This is an optimization exercise on Yosys and OpenROAD, whose aim is small area and a short achievable clock period, not a production implementation. In this exercise RTL edits were held to simulation tests only and were not proved equivalent to the original. No activity file was given, so power comes from the tool's default toggle rates.

`flow/constraint.sdc`:
```
create_clock -name core_clock -period 7.0 [get_ports {clk_video}]
set_input_delay 1.4000 -clock core_clock [delete_from_list [all_inputs] [get_ports {clk_video}]]
set_output_delay 1.4000 -clock core_clock [all_outputs]
set_load 0.01 [all_outputs]
```
`flow/design.v`:
```
package osd_pkg;
    localparam logic [7:0] cmd_osd_disable = 8'h40;
    localparam logic [7:0] cmd_osd_enable  = 8'h41;
    localparam logic [7:0] cmd_joystick_0  = 8'h02;
    localparam logic [7:0] cmd_joystick_1  = 8'h03;
    localparam logic [7:0] cmd_status      = 8'h1E;
    localparam logic [3:0] cmd_line_class  = 4'h2;
    localparam int osd_cols   = 32;
    localparam int osd_rows   = 16;
    localparam int glyph_size = 8;
    localparam logic [11:0] osd_width  = 12'(osd_cols * glyph_size);
    localparam logic [11:0] osd_height = 12'(osd_rows * glyph_size);
    localparam logic [11:0] osd_x_offset = 12'd384;
    localparam logic [11:0] osd_y_offset = 12'd320;
    localparam int buf_addr_width = 9;
    localparam int buf_depth      = osd_cols * osd_rows;
    localparam logic [23:0] osd_fg_color = 24'h00FFFF;
    typedef union packed {
        logic [7:0] opcode;
        struct packed {
            logic [3:0] line_class;
            logic [3:0] line_num;
        } line;
    } cmd_word_u;
    typedef struct packed {
        logic [23:0] rgb;
        logic        de;
        logic        hs;
        logic        vs;
    } video_bus_t;
    localparam video_bus_t video_reset = {24'd0, 1'b0, 1'b1, 1'b1};
    typedef struct packed {
        logic                      en;
        logic [buf_addr_width-1:0] addr;
        logic [7:0]                data;
    } buf_wr_t;
    typedef enum logic [3:0] {
        idle,
        line_data,
        joy0_lo,
        joy0_hi,
        joy1_lo,
        joy1_hi,
        status_0,
        status_1,
        status_2,
        status_3
    } decode_state_t;
endpackage
`timescale 1ns/1ps
module osd_cmd_decoder (
    input  logic          clk_video,
    input  logic          rst_n,
    input  logic          cmd_frame,
    input  logic          cmd_valid,
    input  osd_pkg::cmd_word_u     cmd_byte,
    output osd_pkg::buf_wr_t       buf_in,
    output osd_pkg::buf_wr_t       buf_wr,
    output logic          osd_enable,
    output logic [31:0]   status,
    output logic [15:0]   joystick_0,
    output logic [15:0]   joystick_1
);
    logic take;
    osd_pkg::decode_state_t state;
    logic [3:0]    line_num;
    logic [4:0]    char_cnt;
    logic                      wr_en;
    logic [osd_pkg::buf_addr_width-1:0] wr_addr;
    logic [7:0]                wr_data;
    assign take = cmd_valid & cmd_frame;
    always_ff @(posedge clk_video or negedge rst_n) begin
        if (!rst_n) begin
            state      <= osd_pkg::idle;
            line_num   <= 4'd0;
            char_cnt   <= 5'd0;
            wr_en      <= 1'b0;
            osd_enable <= 1'b0;
            status     <= 32'd0;
            joystick_0 <= 16'd0;
            joystick_1 <= 16'd0;
        end else begin
            wr_en <= 1'b0;
            if (take) begin
                case (state)
                    osd_pkg::idle: begin
                        case (cmd_byte.opcode)
                            osd_pkg::cmd_osd_disable: osd_enable <= 1'b0;
                            osd_pkg::cmd_osd_enable:  osd_enable <= 1'b1;
                            osd_pkg::cmd_joystick_0:  state <= osd_pkg::joy0_lo;
                            osd_pkg::cmd_joystick_1:  state <= osd_pkg::joy1_lo;
                            osd_pkg::cmd_status:      state <= osd_pkg::status_0;
                            default: begin
                                if (cmd_byte.line.line_class == osd_pkg::cmd_line_class) begin
                                    line_num <= cmd_byte.line.line_num;
                                    char_cnt <= 5'd0;
                                    state    <= osd_pkg::line_data;
                                end
                            end
                        endcase
                    end
                    osd_pkg::line_data: begin
                        wr_en    <= 1'b1;
                        char_cnt <= char_cnt + 5'd1;
                        if (char_cnt == 5'd31) begin
                            state <= osd_pkg::idle;
                        end
                    end
                    osd_pkg::joy0_lo: begin
                        joystick_0[7:0] <= cmd_byte.opcode;
                        state           <= osd_pkg::joy0_hi;
                    end
                    osd_pkg::joy0_hi: begin
                        joystick_0[15:8] <= cmd_byte.opcode;
                        state            <= osd_pkg::idle;
                    end
                    osd_pkg::joy1_lo: begin
                        joystick_1[7:0] <= cmd_byte.opcode;
                        state           <= osd_pkg::joy1_hi;
                    end
                    osd_pkg::joy1_hi: begin
                        joystick_1[15:8] <= cmd_byte.opcode;
                        state            <= osd_pkg::idle;
                    end
                    osd_pkg::status_0: begin
                        status[7:0] <= cmd_byte.opcode;
                        state       <= osd_pkg::status_1;
                    end
                    osd_pkg::status_1: begin
                        status[15:8] <= cmd_byte.opcode;
                        state        <= osd_pkg::status_2;
                    end
                    osd_pkg::status_2: begin
                        status[23:16] <= cmd_byte.opcode;
                        state         <= osd_pkg::status_3;
                    end
                    osd_pkg::status_3: begin
                        status[31:24] <= cmd_byte.opcode;
                        state         <= osd_pkg::idle;
                    end
                    default: state <= osd_pkg::idle;
                endcase
            end
            if (!cmd_frame) begin
                state <= osd_pkg::idle;
            end
        end
    end
    always_ff @(posedge clk_video) begin
        if (take && state == osd_pkg::line_data) begin
            wr_addr <= {line_num, char_cnt};
            wr_data <= cmd_byte.opcode;
        end
    end
    assign buf_wr = {wr_en, wr_addr, wr_data};
    assign buf_in = {take && (state == osd_pkg::line_data), line_num, char_cnt, cmd_byte.opcode};
endmodule
`timescale 1ns/1ps
module osd_char_buffer (
    input  logic                      clk_video,
    input  logic                      rst_n,
    input  osd_pkg::buf_wr_t          buf_in,
    input  osd_pkg::buf_wr_t          buf_wr,
    output logic [2:0]                count,
    input  logic [7:0]                oh_lp,
    input  logic [7:0]                oh_bit,
    output logic [63:0]               cand
);
    localparam int aw = osd_pkg::buf_addr_width;
    logic [2:0] cnt;
    always_ff @(posedge clk_video) begin
        cnt <= cnt + 3'd1;
    end
    assign count = cnt;
    logic          t1_en;
    logic          t2_en;
    logic [aw-1:0] t1_addr;
    logic [aw-1:0] t2_addr;
    logic [7:0]    t1_data;
    logic [7:0]    t2_data;
    always_ff @(posedge clk_video or negedge rst_n) begin
        if (!rst_n) begin
            t1_en <= 1'b0;
            t2_en <= 1'b0;
        end else begin
            t1_en <= buf_wr.en;
            t2_en <= t1_en;
        end
    end
    always_ff @(posedge clk_video) begin
        t1_addr <= buf_wr.addr;
        t1_data <= buf_wr.data;
        t2_addr <= t1_addr;
        t2_data <= t1_data;
    end
    logic [2:0] cnt_next;
    logic [1:0] s_due;
    logic       inv_due;
    assign cnt_next = cnt + 3'd1;
    assign s_due    = ~cnt_next[1:0];
    assign inv_due  = ~cnt_next[2] ^ (cnt_next[1:0] == 2'b11);
    logic       hit_in;
    logic       hit_0;
    logic       hit_1;
    logic       hit_2;
    logic       to_b;
    assign hit_in = buf_in.en && (buf_in.addr[1:0] == s_due);
    assign hit_0  = buf_wr.en && (buf_wr.addr[1:0] == s_due);
    assign hit_1  = t1_en && (t1_addr[1:0] == s_due);
    assign hit_2  = t2_en && (t2_addr[1:0] == s_due);
    assign to_b   = hit_in && (buf_in.addr[4:2] == 3'd0);
    logic          nx_en;
    logic [aw-1:0] nx_addr;
    logic [7:0]    nx_data;
    always_comb begin
        nx_en   = (hit_in && !to_b) || hit_0 || hit_1 || hit_2;
        nx_addr = ({aw{hit_in && !to_b}} & buf_in.addr)
                | ({aw{hit_0}} & buf_wr.addr)
                | ({aw{hit_1}} & t1_addr)
                | ({aw{hit_2}} & t2_addr);
        nx_data = ({8{hit_in && !to_b}} & buf_in.data)
                | ({8{hit_0}} & buf_wr.data)
                | ({8{hit_1}} & t1_data)
                | ({8{hit_2}} & t2_data);
    end
    logic [15:0] a_row;
    logic [15:0] a_row_n;
    logic [7:0]  a_grp;
    logic [7:0]  a_grp_n;
    logic [7:0]  a_data;
    logic        b_en;
    logic        b_inv;
    logic [15:0] b_row;
    logic [7:0]  b_data;
    always_ff @(posedge clk_video) begin
        a_row   <= nx_en ? (16'd1 << nx_addr[8:5]) : 16'd0;
        a_row_n <= nx_en ? ~(16'd1 << nx_addr[8:5]) : 16'hFFFF;
        b_en    <= to_b;
        b_inv   <= inv_due;
        a_grp   <= 8'd1 << nx_addr[4:2];
        a_grp_n <= ~(8'd1 << nx_addr[4:2]);
        a_data <= nx_data ^ {8{inv_due}};
    end
    assign b_row  = b_en ? (16'd1 << buf_wr.addr[8:5]) : 16'd0;
    assign b_data = buf_wr.data ^ {8{b_inv}};
    logic [7:0] a_gdata [8];
    always_comb begin
        for (int jj = 0; jj < 8; jj++) begin
            a_gdata[jj] = a_data & {8{a_grp[jj]}};
        end
    end
    logic [4095:0] st;
    genvar r, j;
    generate
        for (r = 0; r < 16; r++) begin : g_row
            for (j = 0; j < 8; j++) begin : g_grp
                logic [31:0] lp;
                logic        keep;
                assign keep = a_row_n[r] | a_grp_n[j];
                if (j == 0) begin : g_b
                    logic keep_b;
                    assign keep_b = keep & ~b_row[r];
                    always_ff @(posedge clk_video) begin
                        lp[31:8] <= lp[23:0];
                        lp[7:0]  <= ~((lp[31:24] & {8{keep_b}})
                                    | (a_gdata[j] & {8{a_row[r]}})
                                    | (b_data & {8{b_row[r]}}));
                    end
                end else begin : g_a
                    always_ff @(posedge clk_video) begin
                        lp[31:8] <= lp[23:0];
                        lp[7:0]  <= ~((lp[31:24] & {8{keep}})
                                    | (a_gdata[j] & {8{a_row[r]}}));
                    end
                end
                assign st[(r * 8 + j) * 32 +: 32] = lp;
            end
        end
    endgenerate
    genvar g;
    generate
        for (g = 0; g < 64; g++) begin : g_cand
            logic [7:0] part;
            for (genvar l = 0; l < 8; l++) begin : g_lp
                assign part[l] = oh_lp[l] & |(oh_bit & st[g * 64 + l * 8 +: 8]);
            end
            always_ff @(posedge clk_video) begin
                cand[g] <= |part;
            end
        end
    endgenerate
endmodule
`timescale 1ns/1ps
module osd_glyph_renderer (
    input  logic        clk_video,
    input  logic        rst_n,
    input  logic        osd_enable,
    input  logic [11:0] pixel_x,
    input  logic [11:0] pixel_y,
    input  logic [2:0]  count,
    output logic [7:0]  oh_lp,
    output logic [7:0]  oh_bit,
    input  logic [63:0] cand,
    output logic        osd_visible,
    output logic        osd_dark,
    output logic        osd_inv,
    output logic        osd_bit
);
    logic       in_window;
    logic [1:0] pos;
    logic [2:0] cnt_next;
    logic [2:0] age;
    assign in_window = osd_enable
                     && (pixel_x[11:10] == 2'b00)
                     && ((pixel_x[9:7] == 3'b011) || (pixel_x[9:7] == 3'b100))
                     && (pixel_y[11:9] == 3'b000)
                     && ((pixel_y[8:6] == 3'b101) || (pixel_y[8:6] == 3'b110));
    assign cnt_next = count + 3'd1;
    assign pos      = pixel_x[4:3] + cnt_next[1:0];
    assign age      = cnt_next - {1'b0, pos};
    logic       s1_visible;
    logic       s1_row7;
    logic       s1_inv;
    logic [5:0] s1_sel_b;
    always_ff @(posedge clk_video) begin
        s1_visible <= in_window;
    end
    always_ff @(posedge clk_video) begin
        s1_row7  <= (pixel_y[2:0] == 3'd7);
        s1_inv   <= age[2];
        s1_sel_b <= {~pixel_y[6], pixel_y[5:3], ~pixel_x[7], pixel_x[6]};
        oh_lp    <= 8'd1 << {pixel_x[5], pos};
        oh_bit   <= 8'd1 << ~pixel_x[2:0];
    end
    logic       s2_visible;
    logic       s2_row7;
    logic       s2_inv;
    logic [5:0] s2_sel_b;
    always_ff @(posedge clk_video) begin
        s2_visible <= s1_visible;
    end
    always_ff @(posedge clk_video) begin
        s2_row7  <= s1_row7;
        s2_inv   <= s1_inv;
        s2_sel_b <= s1_sel_b;
    end
    assign osd_visible = s2_visible;
    assign osd_dark    = s2_row7;
    assign osd_inv     = s2_inv;
    assign osd_bit     = cand[s2_sel_b];
endmodule
`timescale 1ns/1ps
module osd_video_mixer (
    input  logic       clk_video,
    input  logic       rst_n,
    input  osd_pkg::video_bus_t video_in,
    input  logic       osd_visible,
    input  logic       osd_dark,
    input  logic       osd_inv,
    input  logic       osd_bit,
    output osd_pkg::video_bus_t video_out
);
    osd_pkg::video_bus_t video_d1;
    osd_pkg::video_bus_t video_d2;
    logic [23:0] dim_rgb;
    logic [23:0] rgb_bit1;
    logic [23:0] rgb_bit0;
    logic [1:0] warm;
    always_ff @(posedge clk_video or negedge rst_n) begin
        if (!rst_n) begin
            warm <= 2'b00;
        end else begin
            warm <= {warm[0], 1'b1};
        end
    end
    always_ff @(posedge clk_video) begin
        video_d1 <= video_in;
        video_d2 <= video_d1;
    end
    assign dim_rgb = {1'b0, video_d2.rgb[23:17],
                      1'b0, video_d2.rgb[15:9],
                      1'b0, video_d2.rgb[7:1]};
    always_comb begin
        if (!osd_visible) begin
            rgb_bit1 = video_d2.rgb;
            rgb_bit0 = video_d2.rgb;
        end else if (osd_dark) begin
            rgb_bit1 = dim_rgb;
            rgb_bit0 = dim_rgb;
        end else if (osd_inv) begin
            rgb_bit1 = dim_rgb;
            rgb_bit0 = osd_pkg::osd_fg_color;
        end else begin
            rgb_bit1 = osd_pkg::osd_fg_color;
            rgb_bit0 = dim_rgb;
        end
    end
    logic [23:0] rgb_q;
    logic        de_q;
    logic        hs_n_q;
    logic        vs_n_q;
    always_ff @(posedge clk_video or negedge rst_n) begin
        if (!rst_n) begin
            rgb_q  <= 24'd0;
            de_q   <= 1'b0;
            hs_n_q <= 1'b0;
            vs_n_q <= 1'b0;
        end else if (!warm[1]) begin
            rgb_q  <= 24'd0;
            de_q   <= 1'b0;
            hs_n_q <= 1'b0;
            vs_n_q <= 1'b0;
        end else begin
            de_q   <= video_d2.de;
            hs_n_q <= ~video_d2.hs;
            vs_n_q <= ~video_d2.vs;
            rgb_q  <= osd_bit ? rgb_bit1 : rgb_bit0;
        end
    end
    assign video_out = {rgb_q, de_q, ~hs_n_q, ~vs_n_q};
endmodule
`timescale 1ns/1ps
module osd_overlay_top (
    input  logic        clk_video,
    input  logic        rst_n,
    input  logic        cmd_frame,
    input  logic        cmd_valid,
    input  logic [7:0]  cmd_byte,
    input  logic [23:0] video_in,
    input  logic        de_in,
    input  logic        hs_in,
    input  logic        vs_in,
    input  logic [11:0] pixel_x,
    input  logic [11:0] pixel_y,
    output logic [23:0] video_out,
    output logic        de_out,
    output logic        hs_out,
    output logic        vs_out,
    output logic [31:0] status,
    output logic [15:0] joystick_0,
    output logic [15:0] joystick_1
);
    osd_pkg::cmd_word_u                 cmd_word;
    osd_pkg::buf_wr_t                   buf_wr;
    logic                      osd_enable;
    logic [2:0]                count;
    osd_pkg::buf_wr_t                   buf_in;
    logic [7:0]                oh_lp;
    logic [7:0]                oh_bit;
    logic [63:0]               cand;
    logic                      osd_visible;
    logic                      osd_dark;
    logic                      osd_inv;
    logic                      osd_bit;
    osd_pkg::video_bus_t                video_bus_in;
    osd_pkg::video_bus_t                video_bus_out;
    assign cmd_word     = cmd_byte;
    assign video_bus_in = {video_in, de_in, hs_in, vs_in};
    assign video_out = video_bus_out.rgb;
    assign de_out    = video_bus_out.de;
    assign hs_out    = video_bus_out.hs;
    assign vs_out    = video_bus_out.vs;
    osd_cmd_decoder osd_cmd_decoder_inst (
        .clk_video  (clk_video),
        .rst_n      (rst_n),
        .cmd_frame  (cmd_frame),
        .cmd_valid  (cmd_valid),
        .cmd_byte   (cmd_word),
        .buf_in     (buf_in),
        .buf_wr     (buf_wr),
        .osd_enable (osd_enable),
        .status     (status),
        .joystick_0 (joystick_0),
        .joystick_1 (joystick_1)
    );
    osd_char_buffer osd_char_buffer_inst (
        .clk_video (clk_video),
        .rst_n     (rst_n),
        .buf_in    (buf_in),
        .buf_wr    (buf_wr),
        .count     (count),
        .oh_lp     (oh_lp),
        .oh_bit    (oh_bit),
        .cand      (cand)
    );
    osd_glyph_renderer osd_glyph_renderer_inst (
        .clk_video   (clk_video),
        .rst_n       (rst_n),
        .osd_enable  (osd_enable),
        .pixel_x     (pixel_x),
        .pixel_y     (pixel_y),
        .count       (count),
        .oh_lp       (oh_lp),
        .oh_bit      (oh_bit),
        .cand        (cand),
        .osd_visible (osd_visible),
        .osd_dark    (osd_dark),
        .osd_inv     (osd_inv),
        .osd_bit     (osd_bit)
    );
    osd_video_mixer osd_video_mixer_inst (
        .clk_video   (clk_video),
        .rst_n       (rst_n),
        .video_in    (video_bus_in),
        .osd_visible (osd_visible),
        .osd_dark    (osd_dark),
        .osd_inv     (osd_inv),
        .osd_bit     (osd_bit),
        .video_out   (video_bus_out)
    );
endmodule
```
`flow/config.mk`:
```
export PLATFORM = sky130hd
export DESIGN_NAME = osd_overlay_top
export DESIGN_NICKNAME = osd_overlay_top
export VERILOG_FILES = /design/flow/design.v
export SDC_FILE = /design/flow/constraint.sdc
export NUM_CORES = 4
export LEC_CHECK = 0
export CAP_MARGIN = 20
export CORE_MARGIN = 2
export CORE_UTILIZATION = 70
export CTS_CLUSTER_DIAMETER = 70
export CTS_CLUSTER_SIZE = 30
export SETUP_SLACK_MARGIN = 4.5
export SLEW_MARGIN = 20
```
`flow/run.sh`:
```
#!/bin/bash
# synth_recipe.tcl (not shown) runs the flow's synth.tcl, then flattens the netlist and writes it again
# the make line also repeats each setting of config.mk as NAME=value (left out here)
make -C /OpenROAD-flow-scripts/flow DESIGN_CONFIG=/design/flow/config.mk WORK_HOME=/design/flow/orfs CLKGATE_MAP_FILE= SYNTH_SCRIPT=/design/flow/synth_recipe.tcl finish
```
==> results.json, run 1 <==
{
  "status": "timing/DRC/antenna clean",
  "yosys.area.top_type": "dfxtp_1",
  "setup_ws_ns": 4.14,
  "netlist.area_leader.share": 0.682,
  "p_seq_frac": 0.652,
  "timing.rr.start": "osd_glyph_renderer_inst.s2_sel_b[0]",
  "grt_pass1_vias": 86000,
  "share_comb_of_total_power": 0.028,
  "pwr-share-clk": 0.320,
  "crit_arrival_ns": 1.46,
  "required_ns": 5.60,
  "grt_max_degree": 174,
  "drtPass1Iterations": 15,
  "core.rowCount": 156,
  "power.switching_uw": 8410,
  "p_int_uw": 31000,
  "cap_viol_max_count": 0,
  "syn_avg_cell_area_um2": 12.7,
  "cp-startpoint": "osd_cmd_decoder_inst.joystick_0[7]",
  "wl_um": 383000,
  "grt_pass1_wl_um": 553000,
  "dp.cells": 11800,
  "dpl.hpwl_um": 217000,
  "final_cells": 12100,
  "dieWidth_um": 431,
  "worst_pin_slew_ns": 1.25,
  "clock-sinks": 4470,
  "yosysUniqueCellTypes": 65,
  "hold_path_class": "flop to flop",
  "coreArea_mm2": 0.181,
  "clk_path_buf_depth": 3,
  "synth_seq_cells": 4470,
  "power_per_cell_area_mw_per_mm2": 287,
  "worstSetupEndpointType": "primary output",
  "pin_count": 154,
  "fmaxAchievable_mhz": 350,
  "peakVddDrop_uv": 257,
  "root_buffer": "clkbuf_16",
  "fillers": 11800,
  "insertion_delay_ns": 0.88,
  "worstPathBufferInverterCount": 1,
  "layout-drive-gt1-share": 0.0956,
  "tns_ns": 0,
  "cts_tree": "yes",
  "p_leak_uw": 0.0496,
  "clkTransAtPathRegs_ns": 0.11,
  "netlist_instances": 10000,
  "setup_viol": 0,
  "io_buffers": 153,
  "die_h_um": 431,
  "sw_frac_of_total": 0.213,
  "gp_congestion": 0.941,
  "cts-htree-levels": 4,
  "min_period_ns": 2.86,
  "regArea_mm2": 0.0903,
  "track_usage": 0.396,
  "hold_start": "osd_glyph_renderer_inst.s1_sel_b[4]",
  "cp-start-kind": "flop",
  "slew_viol_final": 0,
  "ant_nets": 0,
  "synth_edf_count": 17,
  "numCtsBuffers": 172,
  "synthArstFlopShare": 0.0246,
  "final_net_count": 9737,
  "via_per_inst": 7.31,
  "netlist_area_mm2": 0.128,
  "yosys-top-cells-area": "dfxtp_1 (68%), a22oi_1 (19%), nand4_1 (2.9%)",
  "crit_family": "flip-flops",
  "start_util": 0.705,
  "multi_input_area_mm2": 0.0344,
  "hold_viol": 0,
  "syn_nets": 10100,
  "post-place-ws_ns": 2.59,
  "route.detailed.drc": 0,
  "period_share": 0.409,
  "initialDrtViolationCount": 13900,
  "synth-seq-area-share": 0.707,
  "synth_ff_type": "dfxtp_1",
  "grt_antenna_before_repair": 32,
  "dr_total_vias": 88800,
  "cp_slowest_cell": "dfrtp_1",
  "die-area_mm2": 0.186,
  "finClkSkew_ns": 0.0320,
  "synth_warnings": 5,
  "wl_per_cell_um": 31.6,
  "area_growth_pct": 7.45,
  "cp_cell_sequence": "buf_6",
  "gr-total-overflow": 0,
  "path_max_fanout": 2,
  "slew_headroom": 0.165,
  "path_class": "flop to primary output",
  "rsz0062_at_grt": "yes",
  "slowest_delay_ns": 0.44
}
cell type report:
class / count / share of cell area
diodes: 42 / 0.000767
repair buffers: 404 / 0.0294
flip-flops and latches: 4470 / 0.659
inverters: 35 / 0.00101
well taps: 2370 / 0.0216
clock buffers: 201 / 0.0345
multi-input cells: 4584 / 0.251
clock inverters: 34 / 0.00303
cell usage after synthesis (9+ instances only):
library cell,number
a21oi_1,22
a222oi_1,137
a22oi_1,3204
and2_1,83
buf_1,28
clkbuf_1,892
dfrtp_1,110
dfxtp_1,4343
edfxtp_1,17
inv_1,35
mux2_2,73
mux2i_1,11
nand2_1,63
nand3_1,14
nand4_1,586
nor2_1,72
nor2b_1,15
nor3_1,17
nor3b_1,9
o211ai_1,9
o21ai_0,10
o221ai_1,15
or2_2,113
xnor2_1,11
xor2_1,22
registers in the layout, summed over array words and instances (netlist names), 9 cells and up:
name / count
osd_cmd_decoder_inst.wr_addr: 9
osd_char_buffer_inst.a_row_n: 16
osd_char_buffer_inst.t2_addr: 9
osd_cmd_decoder_inst.joystick_0: 16
osd_char_buffer_inst.t1_addr: 9
osd_char_buffer_inst.g_row.g_grp.lp: 4096
osd_cmd_decoder_inst.status: 32
osd_video_mixer_inst.video_d1: 27
osd_char_buffer_inst.a_row: 16
osd_cmd_decoder_inst.joystick_1: 16
osd_video_mixer_inst.rgb_q: 24
osd_video_mixer_inst.video_d2: 27
osd_char_buffer_inst.cand: 64
power by group through the flow:
| stage | combinational, uW | sequential [uW] | clock, uW |
|---|---|---|---|
| finish | 1080 | 25700 | 12600 |
| global route | 1120 | 25700 | 13500 |
| CTS | 997 | 25700 | 12600 |
| detailed placement | 926 | 26300 | 0 |
| global placement | 917 | 26300 | 0 |
| floorplan | 579 | 26200 | 0 |
path summary, 6_finish.rpt:
kind / depth (start not counted) / end / slack, ns
max in group asynchronous: 2 / osd_cmd_decoder_inst.state[0] / 5.17
min in group asynchronous: 1 / osd_video_mixer_inst.hs_n_q / 0.48
worst max register to register: 8 / osd_video_mixer_inst.rgb_q[11] / 4.21
worst min register to register: 0 / osd_glyph_renderer_inst.s2_sel_b[4] / 0.33
worst min-delay path: 0 / osd_glyph_renderer_inst.s2_sel_b[4] / 0.33
worst max-delay path: 1 / joystick_0[7] / 4.14
timing repair:
| action | in CTS | in global routing |
|---|---|---|
| gates cloned | 6 | 1 |
| hold buffers | 0 | 0 |
| setup buffers | 42 | 40 |
| pin swaps | 25 | 22 |
| endpoints found under the hold margin | 0 | 0 |
| endpoints found under the setup margin | 291 | 234 |
| resized for setup | 560 | 70 |
cell usage in the layout (no fill, tap or decap), drive strengths merged, types with 6 or more instances in the layout:
cell              n
bufinv            6
o211ai            9
or3               6
mux2i            11
nor2             72
or2             113
a22oi          3204
clkdlybuf4s50    51
xor2             22
inv              45
nand2b            6
clkinv           13
o221ai           15
dfrtp           110
nand4           586
and2             83
ha                7
clkbuf          203
nor3             17
a32oi             7
a21oi            23
mux2             75
mux4             11
dfxtp          4343
diode            42
xnor2            11
nand2            63
a222oi          137
nand3            14
nor3b             9
and3              8
o21ai            10
buf             345
nor2b            15
edfxtp           17
routing by layer:
layer,part of all wire,global-route usage,vias up
li1,-,-,37400
met1,0.39,0.547,44100
met2,0.43,0.584,6221
met3,0.12,0.0993,1132
met4,0.050,0.194,16
met5,0.00030,0,-
cells by family after synthesis:
| group | share of synthesized area |
|---|---|
| AND/OR/NAND/NOR | 0.0474 |
| adder cells (fa/ha/maj) | 0.000687 |
| multiplexers | 0.00957 |
| buffers and inverters | 0.0284 |
| AO/OA/AOI/OAI | 0.204 |
| other | 0.0000294 |
| flip-flops | 0.707 |
| XOR/XNOR | 0.00227 |
per-stage QoR:
stage / total power, uW / util / instance area (um2) / hold slack [ns]
5_1_grt: 40300 / 0.757 / 137000 / 0.341
3_5_place_dp: 27200 / 0.720 / 130000 / 0.312
4_1_cts: 39300 / 0.753 / 136000 / 0.337
2_1_floorplan: 26800 / - / 128000 / 0.310
3_3_place_gp: 27200 / 0.720 / 130000 / 0.311
6_report: 39400 / 0.757 / 137000 / 0.332
==> inputs of run 2 (changes only) <==
--- a/flow/config.mk
+++ b/flow/config.mk
@@ -9,3 +9,3 @@
 export CORE_MARGIN = 2
-export CORE_UTILIZATION = 70
+export CORE_UTILIZATION = 62
 export CTS_CLUSTER_DIAMETER = 70
@@ -14 +14,2 @@
 export SLEW_MARGIN = 20
+export TNS_END_PERCENT = 50
==> results.json, run 2 <==
{
  "via_per_inst": 7.05,
  "sw_frac_of_total": 0.219,
  "wl_per_cell_um": 32.2,
  "grt_antenna_before_repair": 38,
  "largest_reg_flops": 4096,
  "core.rowCount": 166,
  "post-place-ws_ns": 2.62,
  "final_common_cell": "dfxtp_1",
  "slew_viol_final": 0,
  "cp_slowest_cell": "dfrtp_1",
  "cts-htree-levels": 4,
  "final_cell_mix": "dfxtp_1 (4,294), a22oi_1 (3,178), nand4_1 (586)",
  "clkTransAtPathRegs_ns": 0.11,
  "numCtsBuffers": 181,
  "status": "timing/DRC/antenna clean",
  "coreArea_mm2": 0.205,
  "pin_count": 154,
  "synth_seq_cells": 4470,
  "slew_headroom": 0.151,
  "io_buffers": 153,
  "layout-drive-gt1-share": 0.0955,
  "synth_most_common_cell": "dfxtp_1",
  "yosys-top-cells-area": "dfxtp_1 (68%), a22oi_1 (19%), nand4_1 (2.9%)",
  "final_cells": 12500,
  "fillers": 14900,
  "clk_path_buf_depth": 3,
  "worst_pin_slew_ns": 1.27,
  "synth_ff_type": "dfxtp_1",
  "insertion_delay_ns": 0.89,
  "die_h_um": 458,
  "rsz0062_at_grt": "yes",
  "dieWidth_um": 458,
  "grt_pass1_vias": 84300,
  "hold_path_class": "flop to flop",
  "grt_max_degree": 157,
  "start_util": 0.623,
  "hold_viol": 0,
  "slowest_delay_ns": 0.43,
  "dp.cells": 12100,
  "peakVddDrop_uv": 329,
  "crit_family": "flip-flops",
  "yosysUniqueCellTypes": 65,
  "drtPass1Iterations": 11,
  "gp_congestion": 0.888,
  "p_int_uw": 31300,
  "pwr-share-clk": 0.331,
  "cts_hold_buffers": 0,
  "cp-start-kind": "flop",
  "synthArstFlopShare": 0.0246,
  "yosys.area.top_type": "dfxtp_1",
  "power.switching_uw": 8780,
  "syn_avg_cell_area_um2": 12.7,
  "tns_ns": 0,
  "die-area_mm2": 0.209,
  "grt_pass1_wl_um": 561000,
  "top_regs": "osd_char_buffer_inst.g_row.g_grp.lp x4096, osd_char_buffer_inst.cand x64, osd_cmd_decoder_inst.status x32",
  "setup_viol": 0,
  "path_class": "flop to primary output",
  "period_share": 0.406,
  "initialDrtViolationCount": 13900,
  "p_leak_uw": 0.0498,
  "gr-total-overflow": 0,
  "wl_um": 402000,
  "finClkSkew_ns": 0.0426,
  "p_seq_frac": 0.641,
  "clock-sinks": 4470,
  "dpl.hpwl_um": 226000,
  "netlist_area_mm2": 0.128,
  "syn_nets": 10100,
  "route.detailed.drc": 0,
  "synth_warnings": 5,
  "final_net_count": 9725,
  "synth_edf_count": 17,
  "ant_nets": 0,
  "worstSetupEndpointType": "primary output",
  "root_buffer": "clkbuf_16",
  "power_per_cell_area_mw_per_mm2": 291,
  "netlist_instances": 10000,
  "multi_input_area_mm2": 0.0342,
  "regMostFlops": "osd_char_buffer_inst.g_row.g_grp.lp",
  "min_period_ns": 2.84,
  "share_comb_of_total_power": 0.029,
  "setup_ws_ns": 4.16,
  "regArea_mm2": 0.0903,
  "netlist.area_leader.share": 0.682,
  "required_ns": 5.60,
  "cts_tree": "yes",
  "cap_viol_max_count": 0,
  "crit_arrival_ns": 1.44,
  "area_growth_pct": 8.17,
  "ys_top_cells_by_count": "dfxtp_1 (4,343), a22oi_1 (3,204), clkbuf_1 (892), nand4_1 (586), a222oi_1 (137)",
  "dr_total_vias": 87900,
  "fmaxAchievable_mhz": 352,
  "path_max_fanout": 2,
  "synth-seq-area-share": 0.707,
  "worstPathBufferInverterCount": 1,
  "cp_cell_sequence": "buf_6",
  "track_usage": 0.358
}
==> run 2: cell counts after synthesis <==
No cell type changed its count.
==> run 2: logic make-up after synthesis <==
group,count (synthesis),share of synthesized area
muxes,96,0.00957
adders and majority gates,7,0.000687
buffers and inverters,960,0.0284
DFF,4470,0.707
AOI/OAI and AO/OA,3431,0.204
other,1,0.0000294
and+or+nand+nor,1015,0.0474
xor gates and xnor gates,33,0.00227
==> run 2: metrics by stage <==
| step | power, uW | area, um2 | hold slack [ns] | utilization |
|---|---|---|---|---|
| after global routing | 41100 | 138000 | 0.335 | 0.674 |
| after global placement | 27300 | 131000 | 0.310 | 0.638 |
| after detailed placement | 27300 | 131000 | 0.312 | 0.638 |
| after CTS | 40000 | 136000 | 0.326 | 0.667 |
| final | 40100 | 138000 | 0.326 | 0.674 |
| after floorplan | 26800 | 128000 | 0.310 | - |
==> run 2: routing by layer <==
metal | vias to the layer above | GRT usage | routed length (um)
met4 | 18 | 0.151 | 19900
met1 | 43700 | 0.506 | 164000
met2 | 5814 | 0.538 | 174000
met5 | - | 0 | 138
met3 | 1001 | 0.0716 | 43400
li1 | 37400 | - | -
==> run 2: layout make-up <==
type                       instances  share of cell area
inverter                          35            0.000952
clock buffer                     210              0.0355
multi-input combinational       4584               0.248
sequential                      4470               0.655
clock inverter                    67             0.00548
antenna                           37            0.000671
timing repair buffer             383              0.0305
tap                             2688              0.0244
==> run 2: final timing paths <==
path	startpoint	to	slack, ns	depth (start not counted)
max in group asynchronous	rst_n	osd_cmd_decoder_inst.state[0]	5.47	2
worst min register to register	osd_video_mixer_inst.video_d1[7]	osd_video_mixer_inst.video_d2[7]	0.33	0
worst max-delay path	osd_cmd_decoder_inst.joystick_1[8]	joystick_1[8]	4.16	1
worst max register to register	osd_glyph_renderer_inst.oh_bit[6]	osd_char_buffer_inst.cand[57]	4.34	6
worst min-delay path	osd_video_mixer_inst.video_d1[7]	osd_video_mixer_inst.video_d2[7]	0.33	0
min in group asynchronous	rst_n	osd_video_mixer_inst.rgb_q[4]	0.44	1
==> run 2: what timing repair did <==
item | CTS | global route
buffers inserted | 33 | 28
resized for setup | 504 | 114
gates cloned | 1 | 21
setup endpoints to repair | 309 | 264
pin swaps | 17 | 17
==> run 2: power by group through the flow <==
stage	Combinational, uW	Clock [uW]	Sequential, uW
final	1160	13300	25700
after global routing	1190	14200	25700
after CTS	1010	13300	25700
after floorplan	577	0	26200
after detailed placement	986	0	26300
after global placement	983	0	26300
==> inputs of run 3 (changes only) <==
--- a/flow/config.mk
+++ b/flow/config.mk
@@ -9,7 +9,6 @@
 export CORE_MARGIN = 2
-export CORE_UTILIZATION = 62
+export CORE_UTILIZATION = 75
 export CTS_CLUSTER_DIAMETER = 70
-export CTS_CLUSTER_SIZE = 30
-export SETUP_SLACK_MARGIN = 4.5
+export CTS_CLUSTER_SIZE = 32
+export SETUP_SLACK_MARGIN = 4.4
 export SLEW_MARGIN = 20
-export TNS_END_PERCENT = 50
==> results.json, run 3 <==
{
  "status": "timing/DRC/antenna clean",
  "largest_reg_flops": 4096,
  "final_common_cell": "dfxtp_1",
  "coreArea_mm2": 0.169,
  "cp-startpoint": "osd_cmd_decoder_inst.joystick_0[4]",
  "yosys.area_share.xor_xnor": 0.00227,
  "route.detailed.drc": 0,
  "path_max_fanout": 2,
  "dpl.hpwl_um": 220000,
  "synthArstFlopShare": 0.0246,
  "dp.cells": 11600,
  "synthSimpleGateAreaFrac": 0.0474,
  "min_period_ns": 2.84,
  "syn_avg_cell_area_um2": 12.7,
  "dieWidth_um": 416,
  "grt_antenna_before_repair": 34,
  "cts_tree": "yes",
  "clk_path_buf_depth": 3,
  "cp_cell_sequence": "buf_2",
  "pwr-share-clk": 0.316,
  "peakVddDrop_uv": 280,
  "hold_viol": 0,
  "hold_ws_ns": 0.326,
  "reg2reg_to": "osd_char_buffer_inst.cand[21]",
  "syn_nets": 10100,
  "area_growth_pct": 7.04,
  "track_usage": 0.429,
  "synth.mux.area_fraction": 0.00957,
  "die-area_mm2": 0.173,
  "cap_viol_max_count": 0,
  "pin_count": 154,
  "synth_most_common_cell": "dfxtp_1",
  "final_cells": 12000,
  "crit_family": "flip-flops",
  "gp_congestion": 0.932,
  "clock-sinks": 4470,
  "root_buffer": "clkbuf_16",
  "rsz0062_at_grt": "yes",
  "hold_start": "osd_char_buffer_inst.g_row[6].g_grp[1].lp[17]",
  "top_regs": "osd_char_buffer_inst.g_row.g_grp.lp x4096, osd_char_buffer_inst.cand x64, osd_cmd_decoder_inst.status x32",
  "p_seq_frac": 0.655,
  "path_class": "flop to primary output",
  "core.rowCount": 151,
  "slew_headroom": 0.0887,
  "setup_viol": 0,
  "netlist_instances": 10000,
  "synth_compound_area_frac": 0.204,
  "ant_nets": 0,
  "synth_ff_type": "dfxtp_1",
  "layout-drive-gt1-share": 0.0914,
  "reg2reg_setup_slack_ns": 4.22,
  "synth_warnings": 5,
  "regMostFlops": "osd_char_buffer_inst.g_row.g_grp.lp",
  "synth_seq_cells": 4470,
  "required_ns": 5.60,
  "synthAdderAreaFrac": 0.000687,
  "synth_top_family_by_area": "compound AO/OA/AOI/OAI gates",
  "grt_max_degree": 170,
  "slew_viol_final": 0,
  "final_cell_mix": "dfxtp_1 (4,301), a22oi_1 (3,190), nand4_1 (586)",
  "ys_top_cells_by_count": "dfxtp_1 (4,343), a22oi_1 (3,204), clkbuf_1 (892), nand4_1 (586), a222oi_1 (137)",
  "cp.depth": 1,
  "power_per_cell_area_mw_per_mm2": 287,
  "worstSetupEndpointType": "primary output",
  "netlist.area_leader.share": 0.682,
  "grt_pass1_wl_um": 556000,
  "rr_worst_depth": 5,
  "io_buffers": 153,
  "period_share": 0.405,
  "cts-htree-levels": 4,
  "power.switching_uw": 8410,
  "timing.rr.start": "osd_glyph_renderer_inst.oh_bit[7]",
  "yosys.area.top_type": "dfxtp_1",
  "hold_path_class": "flop to flop",
  "gr-total-overflow": 0,
  "cts_hold_buffers": 0,
  "netlist_area_mm2": 0.128,
  "tns_ns": 0,
  "dr_total_vias": 90000,
  "yosysUniqueCellTypes": 65,
  "fmaxAchievable_mhz": 353,
  "wl_um": 388000,
  "endpoint": "joystick_0[4]",
  "fillers": 9900,
  "grt_pass1_vias": 86900,
  "wl_per_cell_um": 32.5,
  "synth_edf_count": 17,
  "finalPower_uw": 39200,
  "cp_slowest_cell": "dfrtp_1",
  "cp-start-kind": "flop",
  "share_comb_of_total_power": 0.028,
  "worst_pin_slew_ns": 1.37,
  "crit_arrival_ns": 1.44,
  "final_net_count": 9707,
  "p_leak_uw": 0.0494,
  "insertion_delay_ns": 0.88,
  "die_h_um": 416,
  "slowest_delay_ns": 0.43,
  "via_per_inst": 7.53,
  "sw_frac_of_total": 0.214,
  "initialDrtViolationCount": 15300,
  "finClkSkew_ns": 0.0401,
  "drtPass1Iterations": 14,
  "yosys-top-cells-area": "dfxtp_1 (68%), a22oi_1 (19%), nand4_1 (2.9%)",
  "start_util": 0.754,
  "numCtsBuffers": 164,
  "clkTransAtPathRegs_ns": 0.11,
  "p_int_uw": 30800,
  "worstPathBufferInverterCount": 1,
  "synth-seq-area-share": 0.707
}
-- run 3: cell types whose count changed in the layout (fill, tap and decap cells not counted), moves of 6 or more --
cell,change
nor3_2,+6
a22oi_2,-12
buf_2,-8
clkbuf_16,-31
a22oi_1,+12
clkinv_4,-6
dfxtp_2,-7
dfxtp_1,+7
buf_4,+14
inv_6,-19
-- run 3: kinds of logic after synthesis --
family                     after synthesis
buffers and inverters                  960
DFF                                   4470
xor gates and xnor gates                33
AOI/OAI and AO/OA                     3431
other                                    1
and+or+nand+nor                       1015
adders and majority gates                7
muxes                                   96
-- run 3: repair_timing --
action | in CTS | in global routing
resized for setup | 524 | 80
endpoints found under the setup margin | 267 | 188
pin swaps | 9 | 25
endpoints found under the hold margin | 0 | 0
setup buffers | 36 | 32
gates cloned | 7 | 3
-- run 3: final cells by class --
type | count | area, um2 | area share
flip-flops and latches | 4470 | 90300 | 0.662
repair buffers | 382 | 3980 | 0.0292
diodes | 33 | 82.6 | 0.000605
inverters | 35 | 131 | 0.000962
well taps | 2218 | 2780 | 0.0203
clock buffers | 196 | 4550 | 0.0333
multi-input cells | 4584 | 34300 | 0.251
clock inverters | 33 | 412 | 0.00302
-- run 3: power by group through the flow --
| stage | clock network, uW | registers, uW | logic [uW] |
|---|---|---|---|
| 3_5_place_dp | 0 | 26300 | 945 |
| 4_1_cts | 12300 | 25700 | 1030 |
| 5_1_grt | 13200 | 25700 | 1140 |
| 6_report | 12400 | 25700 | 1110 |
| 2_1_floorplan | 0 | 26200 | 578 |
| 3_3_place_gp | 0 | 26300 | 930 |
-- run 3: layer usage --
layer  up-vias  part of all wire  track usage
li1      37300                 -            -
met1     44200              0.37        0.570
met2      7024              0.43        0.630
met3      1491              0.14        0.125
met4        38             0.063        0.245
met5         -           0.00064            0
-- run 3: stage by stage --
step                utilization  instance area, um2  setup WS [ns]
finish                    0.807              137000           4.16
detailed placement        0.769              130000           2.60
global route              0.807              136000           4.13
global placement          0.769              130000           2.66
CTS                       0.803              136000           4.12
floorplan                     -              128000           3.88
-- run 3: worst min-delay path by stage --
stage / end / slack (ns) / depth (start not counted)
2_1_floorplan: osd_glyph_renderer_inst.s2_inv / 0.31 / 0
3_3_place_gp: osd_video_mixer_inst.video_d2[18] / 0.31 / 0
3_5_place_dp: osd_video_mixer_inst.video_d2[13] / 0.31 / 0
4_1_cts: osd_video_mixer_inst.video_d2[20] / 0.34 / 0
5_1_grt: osd_video_mixer_inst.video_d2[20] / 0.34 / 0
6_report: osd_char_buffer_inst.g_row[6].g_grp[1].lp[25] / 0.33 / 0
==> inputs of run 4 (changes only) <==
--- a/flow/config.mk
+++ b/flow/config.mk
@@ -9,3 +9,3 @@
 export CORE_MARGIN = 2
-export CORE_UTILIZATION = 75
+export CORE_UTILIZATION = 72
 export CTS_CLUSTER_DIAMETER = 70
@@ -14 +14,2 @@
 export SLEW_MARGIN = 20
+export TNS_END_PERCENT = 50
==> results.json, run 4 <==
{
  "status": "timing/DRC/antenna clean",
  "top_regs": "osd_char_buffer_inst.g_row.g_grp.lp x4096, osd_char_buffer_inst.cand x64, osd_cmd_decoder_inst.status x32",
  "finalPower_uw": 39100,
  "wl_per_cell_um": 31.7,
  "netlist_instances": 10000,
  "start_util": 0.724,
  "p_int_uw": 30700,
  "sw_frac_of_total": 0.213,
  "synth-seq-area-share": 0.707,
  "hold_viol": 0,
  "dr_total_vias": 88700,
  "cp_slowest_cell": "dfrtp_1",
  "area_growth_pct": 6.53,
  "largest_reg_flops": 4096,
  "coreArea_mm2": 0.176,
  "insertion_delay_ns": 0.87,
  "gr-total-overflow": 0,
  "layout-drive-gt1-share": 0.0834,
  "die-area_mm2": 0.181,
  "period_share": 0.404,
  "timing.rr.start": "osd_glyph_renderer_inst.oh_bit[0]",
  "pwr-share-clk": 0.316,
  "cp_cell_sequence": "buf_6",
  "synth_most_common_cell": "dfxtp_1",
  "dpl.hpwl_um": 212000,
  "regMostFlops": "osd_char_buffer_inst.g_row.g_grp.lp",
  "fmaxAchievable_mhz": 354,
  "slew_headroom": 0.174,
  "reg2reg_to": "osd_char_buffer_inst.cand[55]",
  "clkTransAtPathRegs_ns": 0.11,
  "synth_ff_type": "dfxtp_1",
  "power_per_cell_area_mw_per_mm2": 288,
  "worstPathBufferInverterCount": 1,
  "crit_family": "flip-flops",
  "placed_cell_area_mm2": 0.130,
  "synth_warnings": 5,
  "cap_viol_max_count": 0,
  "rsz0062_at_grt": "yes",
  "syn_nets": 10100,
  "worstSetupEndpointType": "primary output",
  "crit_arrival_ns": 1.43,
  "holdPathEnd": "osd_char_buffer_inst.g_row[15].g_grp[5].lp[29]",
  "final_cell_mix": "dfxtp_1 (4,301), a22oi_1 (3,203), nand4_1 (586)",
  "yosys-top-cells-area": "dfxtp_1 (68%), a22oi_1 (19%), nand4_1 (2.9%)",
  "worst_pin_slew_ns": 1.24,
  "p_leak_uw": 0.0490,
  "synth_seq_cells": 4470,
  "share_comb_of_total_power": 0.026,
  "cts_hold_buffers": 0,
  "slowest_delay_ns": 0.43,
  "reg2reg_setup_slack_ns": 4.25,
  "cts-htree-levels": 4,
  "final_area_mm2": 0.136,
  "yosysUniqueCellTypes": 65,
  "grt_max_degree": 176,
  "fillers": 11200,
  "p_seq_frac": 0.658,
  "hold_path_class": "flop to flop",
  "utilization": 0.771,
  "final_net_count": 9656,
  "wl_um": 381000,
  "peakVddDrop_uv": 293,
  "final_common_cell": "dfxtp_1",
  "tns_ns": 0,
  "grt_pass1_wl_um": 545000,
  "dieWidth_um": 425,
  "required_ns": 5.60,
  "clk_path_buf_depth": 3,
  "clock-sinks": 4470,
  "gp_congestion": 0.902,
  "via_per_inst": 7.37,
  "cts_tree": "yes",
  "root_buffer": "clkbuf_16",
  "hold_ws_ns": 0.336,
  "pin_count": 154,
  "setup_viol": 0,
  "slew_viol_final": 0,
  "grt_antenna_before_repair": 30,
  "synth_edf_count": 17,
  "io_buffers": 153,
  "path_max_fanout": 2,
  "yosys.area.top_type": "dfxtp_1",
  "core.rowCount": 154,
  "path_class": "flop to primary output",
  "min_period_ns": 2.83,
  "grt_pass1_vias": 85800,
  "min_path_cells": 0,
  "ant_nets": 0,
  "initialDrtViolationCount": 14300,
  "hold_start": "osd_char_buffer_inst.g_row[15].g_grp[5].lp[21]",
  "ys_top_cells_by_count": "dfxtp_1 (4,343), a22oi_1 (3,204), clkbuf_1 (892), nand4_1 (586), a222oi_1 (137)",
  "track_usage": 0.401,
  "netlist.area_leader.share": 0.682,
  "route.detailed.drc": 0,
  "drtPass1Iterations": 15,
  "cp-start-kind": "flop",
  "synthArstFlopShare": 0.0246,
  "finClkSkew_ns": 0.0345,
  "numCtsBuffers": 164,
  "power.switching_uw": 8330,
  "rr_worst_depth": 5,
  "syn_avg_cell_area_um2": 12.7,
  "die_h_um": 425,
  "netlist_area_mm2": 0.128
}
-- run 4: cell count changes in the layout (fill, tap and decap cells not counted), sizes merged --
| cell | before | now |
|---|---|---|
| clkinv | 14 | 10 |
| clkbuf | 201 | 211 |
| inv | 47 | 49 |
| dlymetal6s2s | 0 | 1 |
| clkdlybuf4s15 | 6 | 2 |
| clkdlybuf4s18 | 1 | 0 |
| buf | 313 | 265 |
| bufbuf | 5 | 0 |
| clkinvlp | 2 | 5 |
| diode | 33 | 40 |
-- run 4: per-stage QoR --
stage | instances | worst slack [ns]
global route | 12000 | 4.13
detailed placement | 11700 | 2.54
global placement | 11700 | 2.68
floorplan | 10000 | 3.88
finish | 12000 | 4.17
CTS | 12000 | 4.13
-- run 4: routing by layer --
layer,up-vias,GRT usage,share of wire
met3,1170,0.0936,0.12
met4,12,0.208,0.055
met5,-,0,0.00025
met2,6410,0.592,0.43
li1,37200,-,-
met1,43900,0.554,0.39
-- run 4: timing repair --
item / CTS / global route
endpoints found under the setup margin: 247 / 225
cloned: 1 / 5
pin swaps: 21 / 1
buffers inserted: 23 / 10
gates resized for setup: 493 / 48
-- run 4: how the worst max path moves through the flow --
stage                                              from                         endpoint  slack, ns  depth (start not counted)
finish                  osd_cmd_decoder_inst.status[12]                       status[12]       4.17                          1
global route         osd_cmd_decoder_inst.joystick_0[4]                    joystick_0[4]       4.13                          1
floorplan                                     cmd_valid    osd_char_buffer_inst.a_row[0]       3.88                          8
CTS                 osd_cmd_decoder_inst.joystick_1[12]                   joystick_1[12]       4.13                          1
global placement                              cmd_frame    osd_char_buffer_inst.a_row[0]       2.68                          8
detailed placement                            cmd_frame  osd_char_buffer_inst.a_row_n[0]       2.54                          8
-- run 4: layout make-up --
class                           instances  area [um2]  area share
Sequential cell                      4470       90300       0.665
Multi-Input combinational cell       4584       34100       0.251
Clock buffer                          200        4510      0.0332
Timing Repair Buffer                  331        3340      0.0246
Tap cell                             2340        2930      0.0215
Clock inverter                         34         417     0.00307
Inverter                               35         131    0.000967
Antenna cell                           40         100    0.000737
-- run 4: cells by family (layout without fill, tap and decap cells) --
group,after synthesis,count (layout),synth area share
adders and majority gates,7,7,0.000687
xor gates and xnor gates,33,33,0.00227
DFF,4470,4470,0.707
other,1,41,0.0000294
and+or+nand+nor,1015,1015,0.0474
buffers and inverters,960,600,0.0284
muxes,96,97,0.00957
AOI/OAI and AO/OA,3431,3431,0.204
-- run 4: power groups by stage --
stage                     combinational (uW)  clock [uW]  sequential (uW)
after global placement                   903           0            26300
after floorplan                          576           0            26200
final                                   1020       12300            25700
after detailed placement                 914           0            26300
after global routing                    1050       13200            25700
after CTS                                935       12300            25700

==> what the ideal ports hide <==
Ports are ideal in the flow. The routed layouts listed here were re-timed in OpenROAD.
Step 1 assumes that a clkbuf_16 drives the clock port and a buf_2 every other input.
Step 2 also shifts input and output timing later by t, the mid clock arrival at the registers, as if the neighbouring blocks saw the same clock.
a / b / c = no drivers / after step 1 / after step 2; a / b = the first two.
run | shift t [ns] | slack for setup (ns) | worst slew at a driven data input, ns
run 1 | 0.968 | 4.139 / 4.039 / 3.716 | 0.06
run 2 | 0.964 | 4.160 / 4.064 / 3.505 | 0.06
run 3 | 0.962 | 4.165 / 4.063 / 3.580 | 0.09
run 4 | 0.955 | 4.171 / 4.072 / 3.450 | 0.10
After both steps every run listed still meets setup and hold. The setup slack of run 4, which loses most, moves by -0.099 ns with the drivers and by -0.721 ns with both steps.
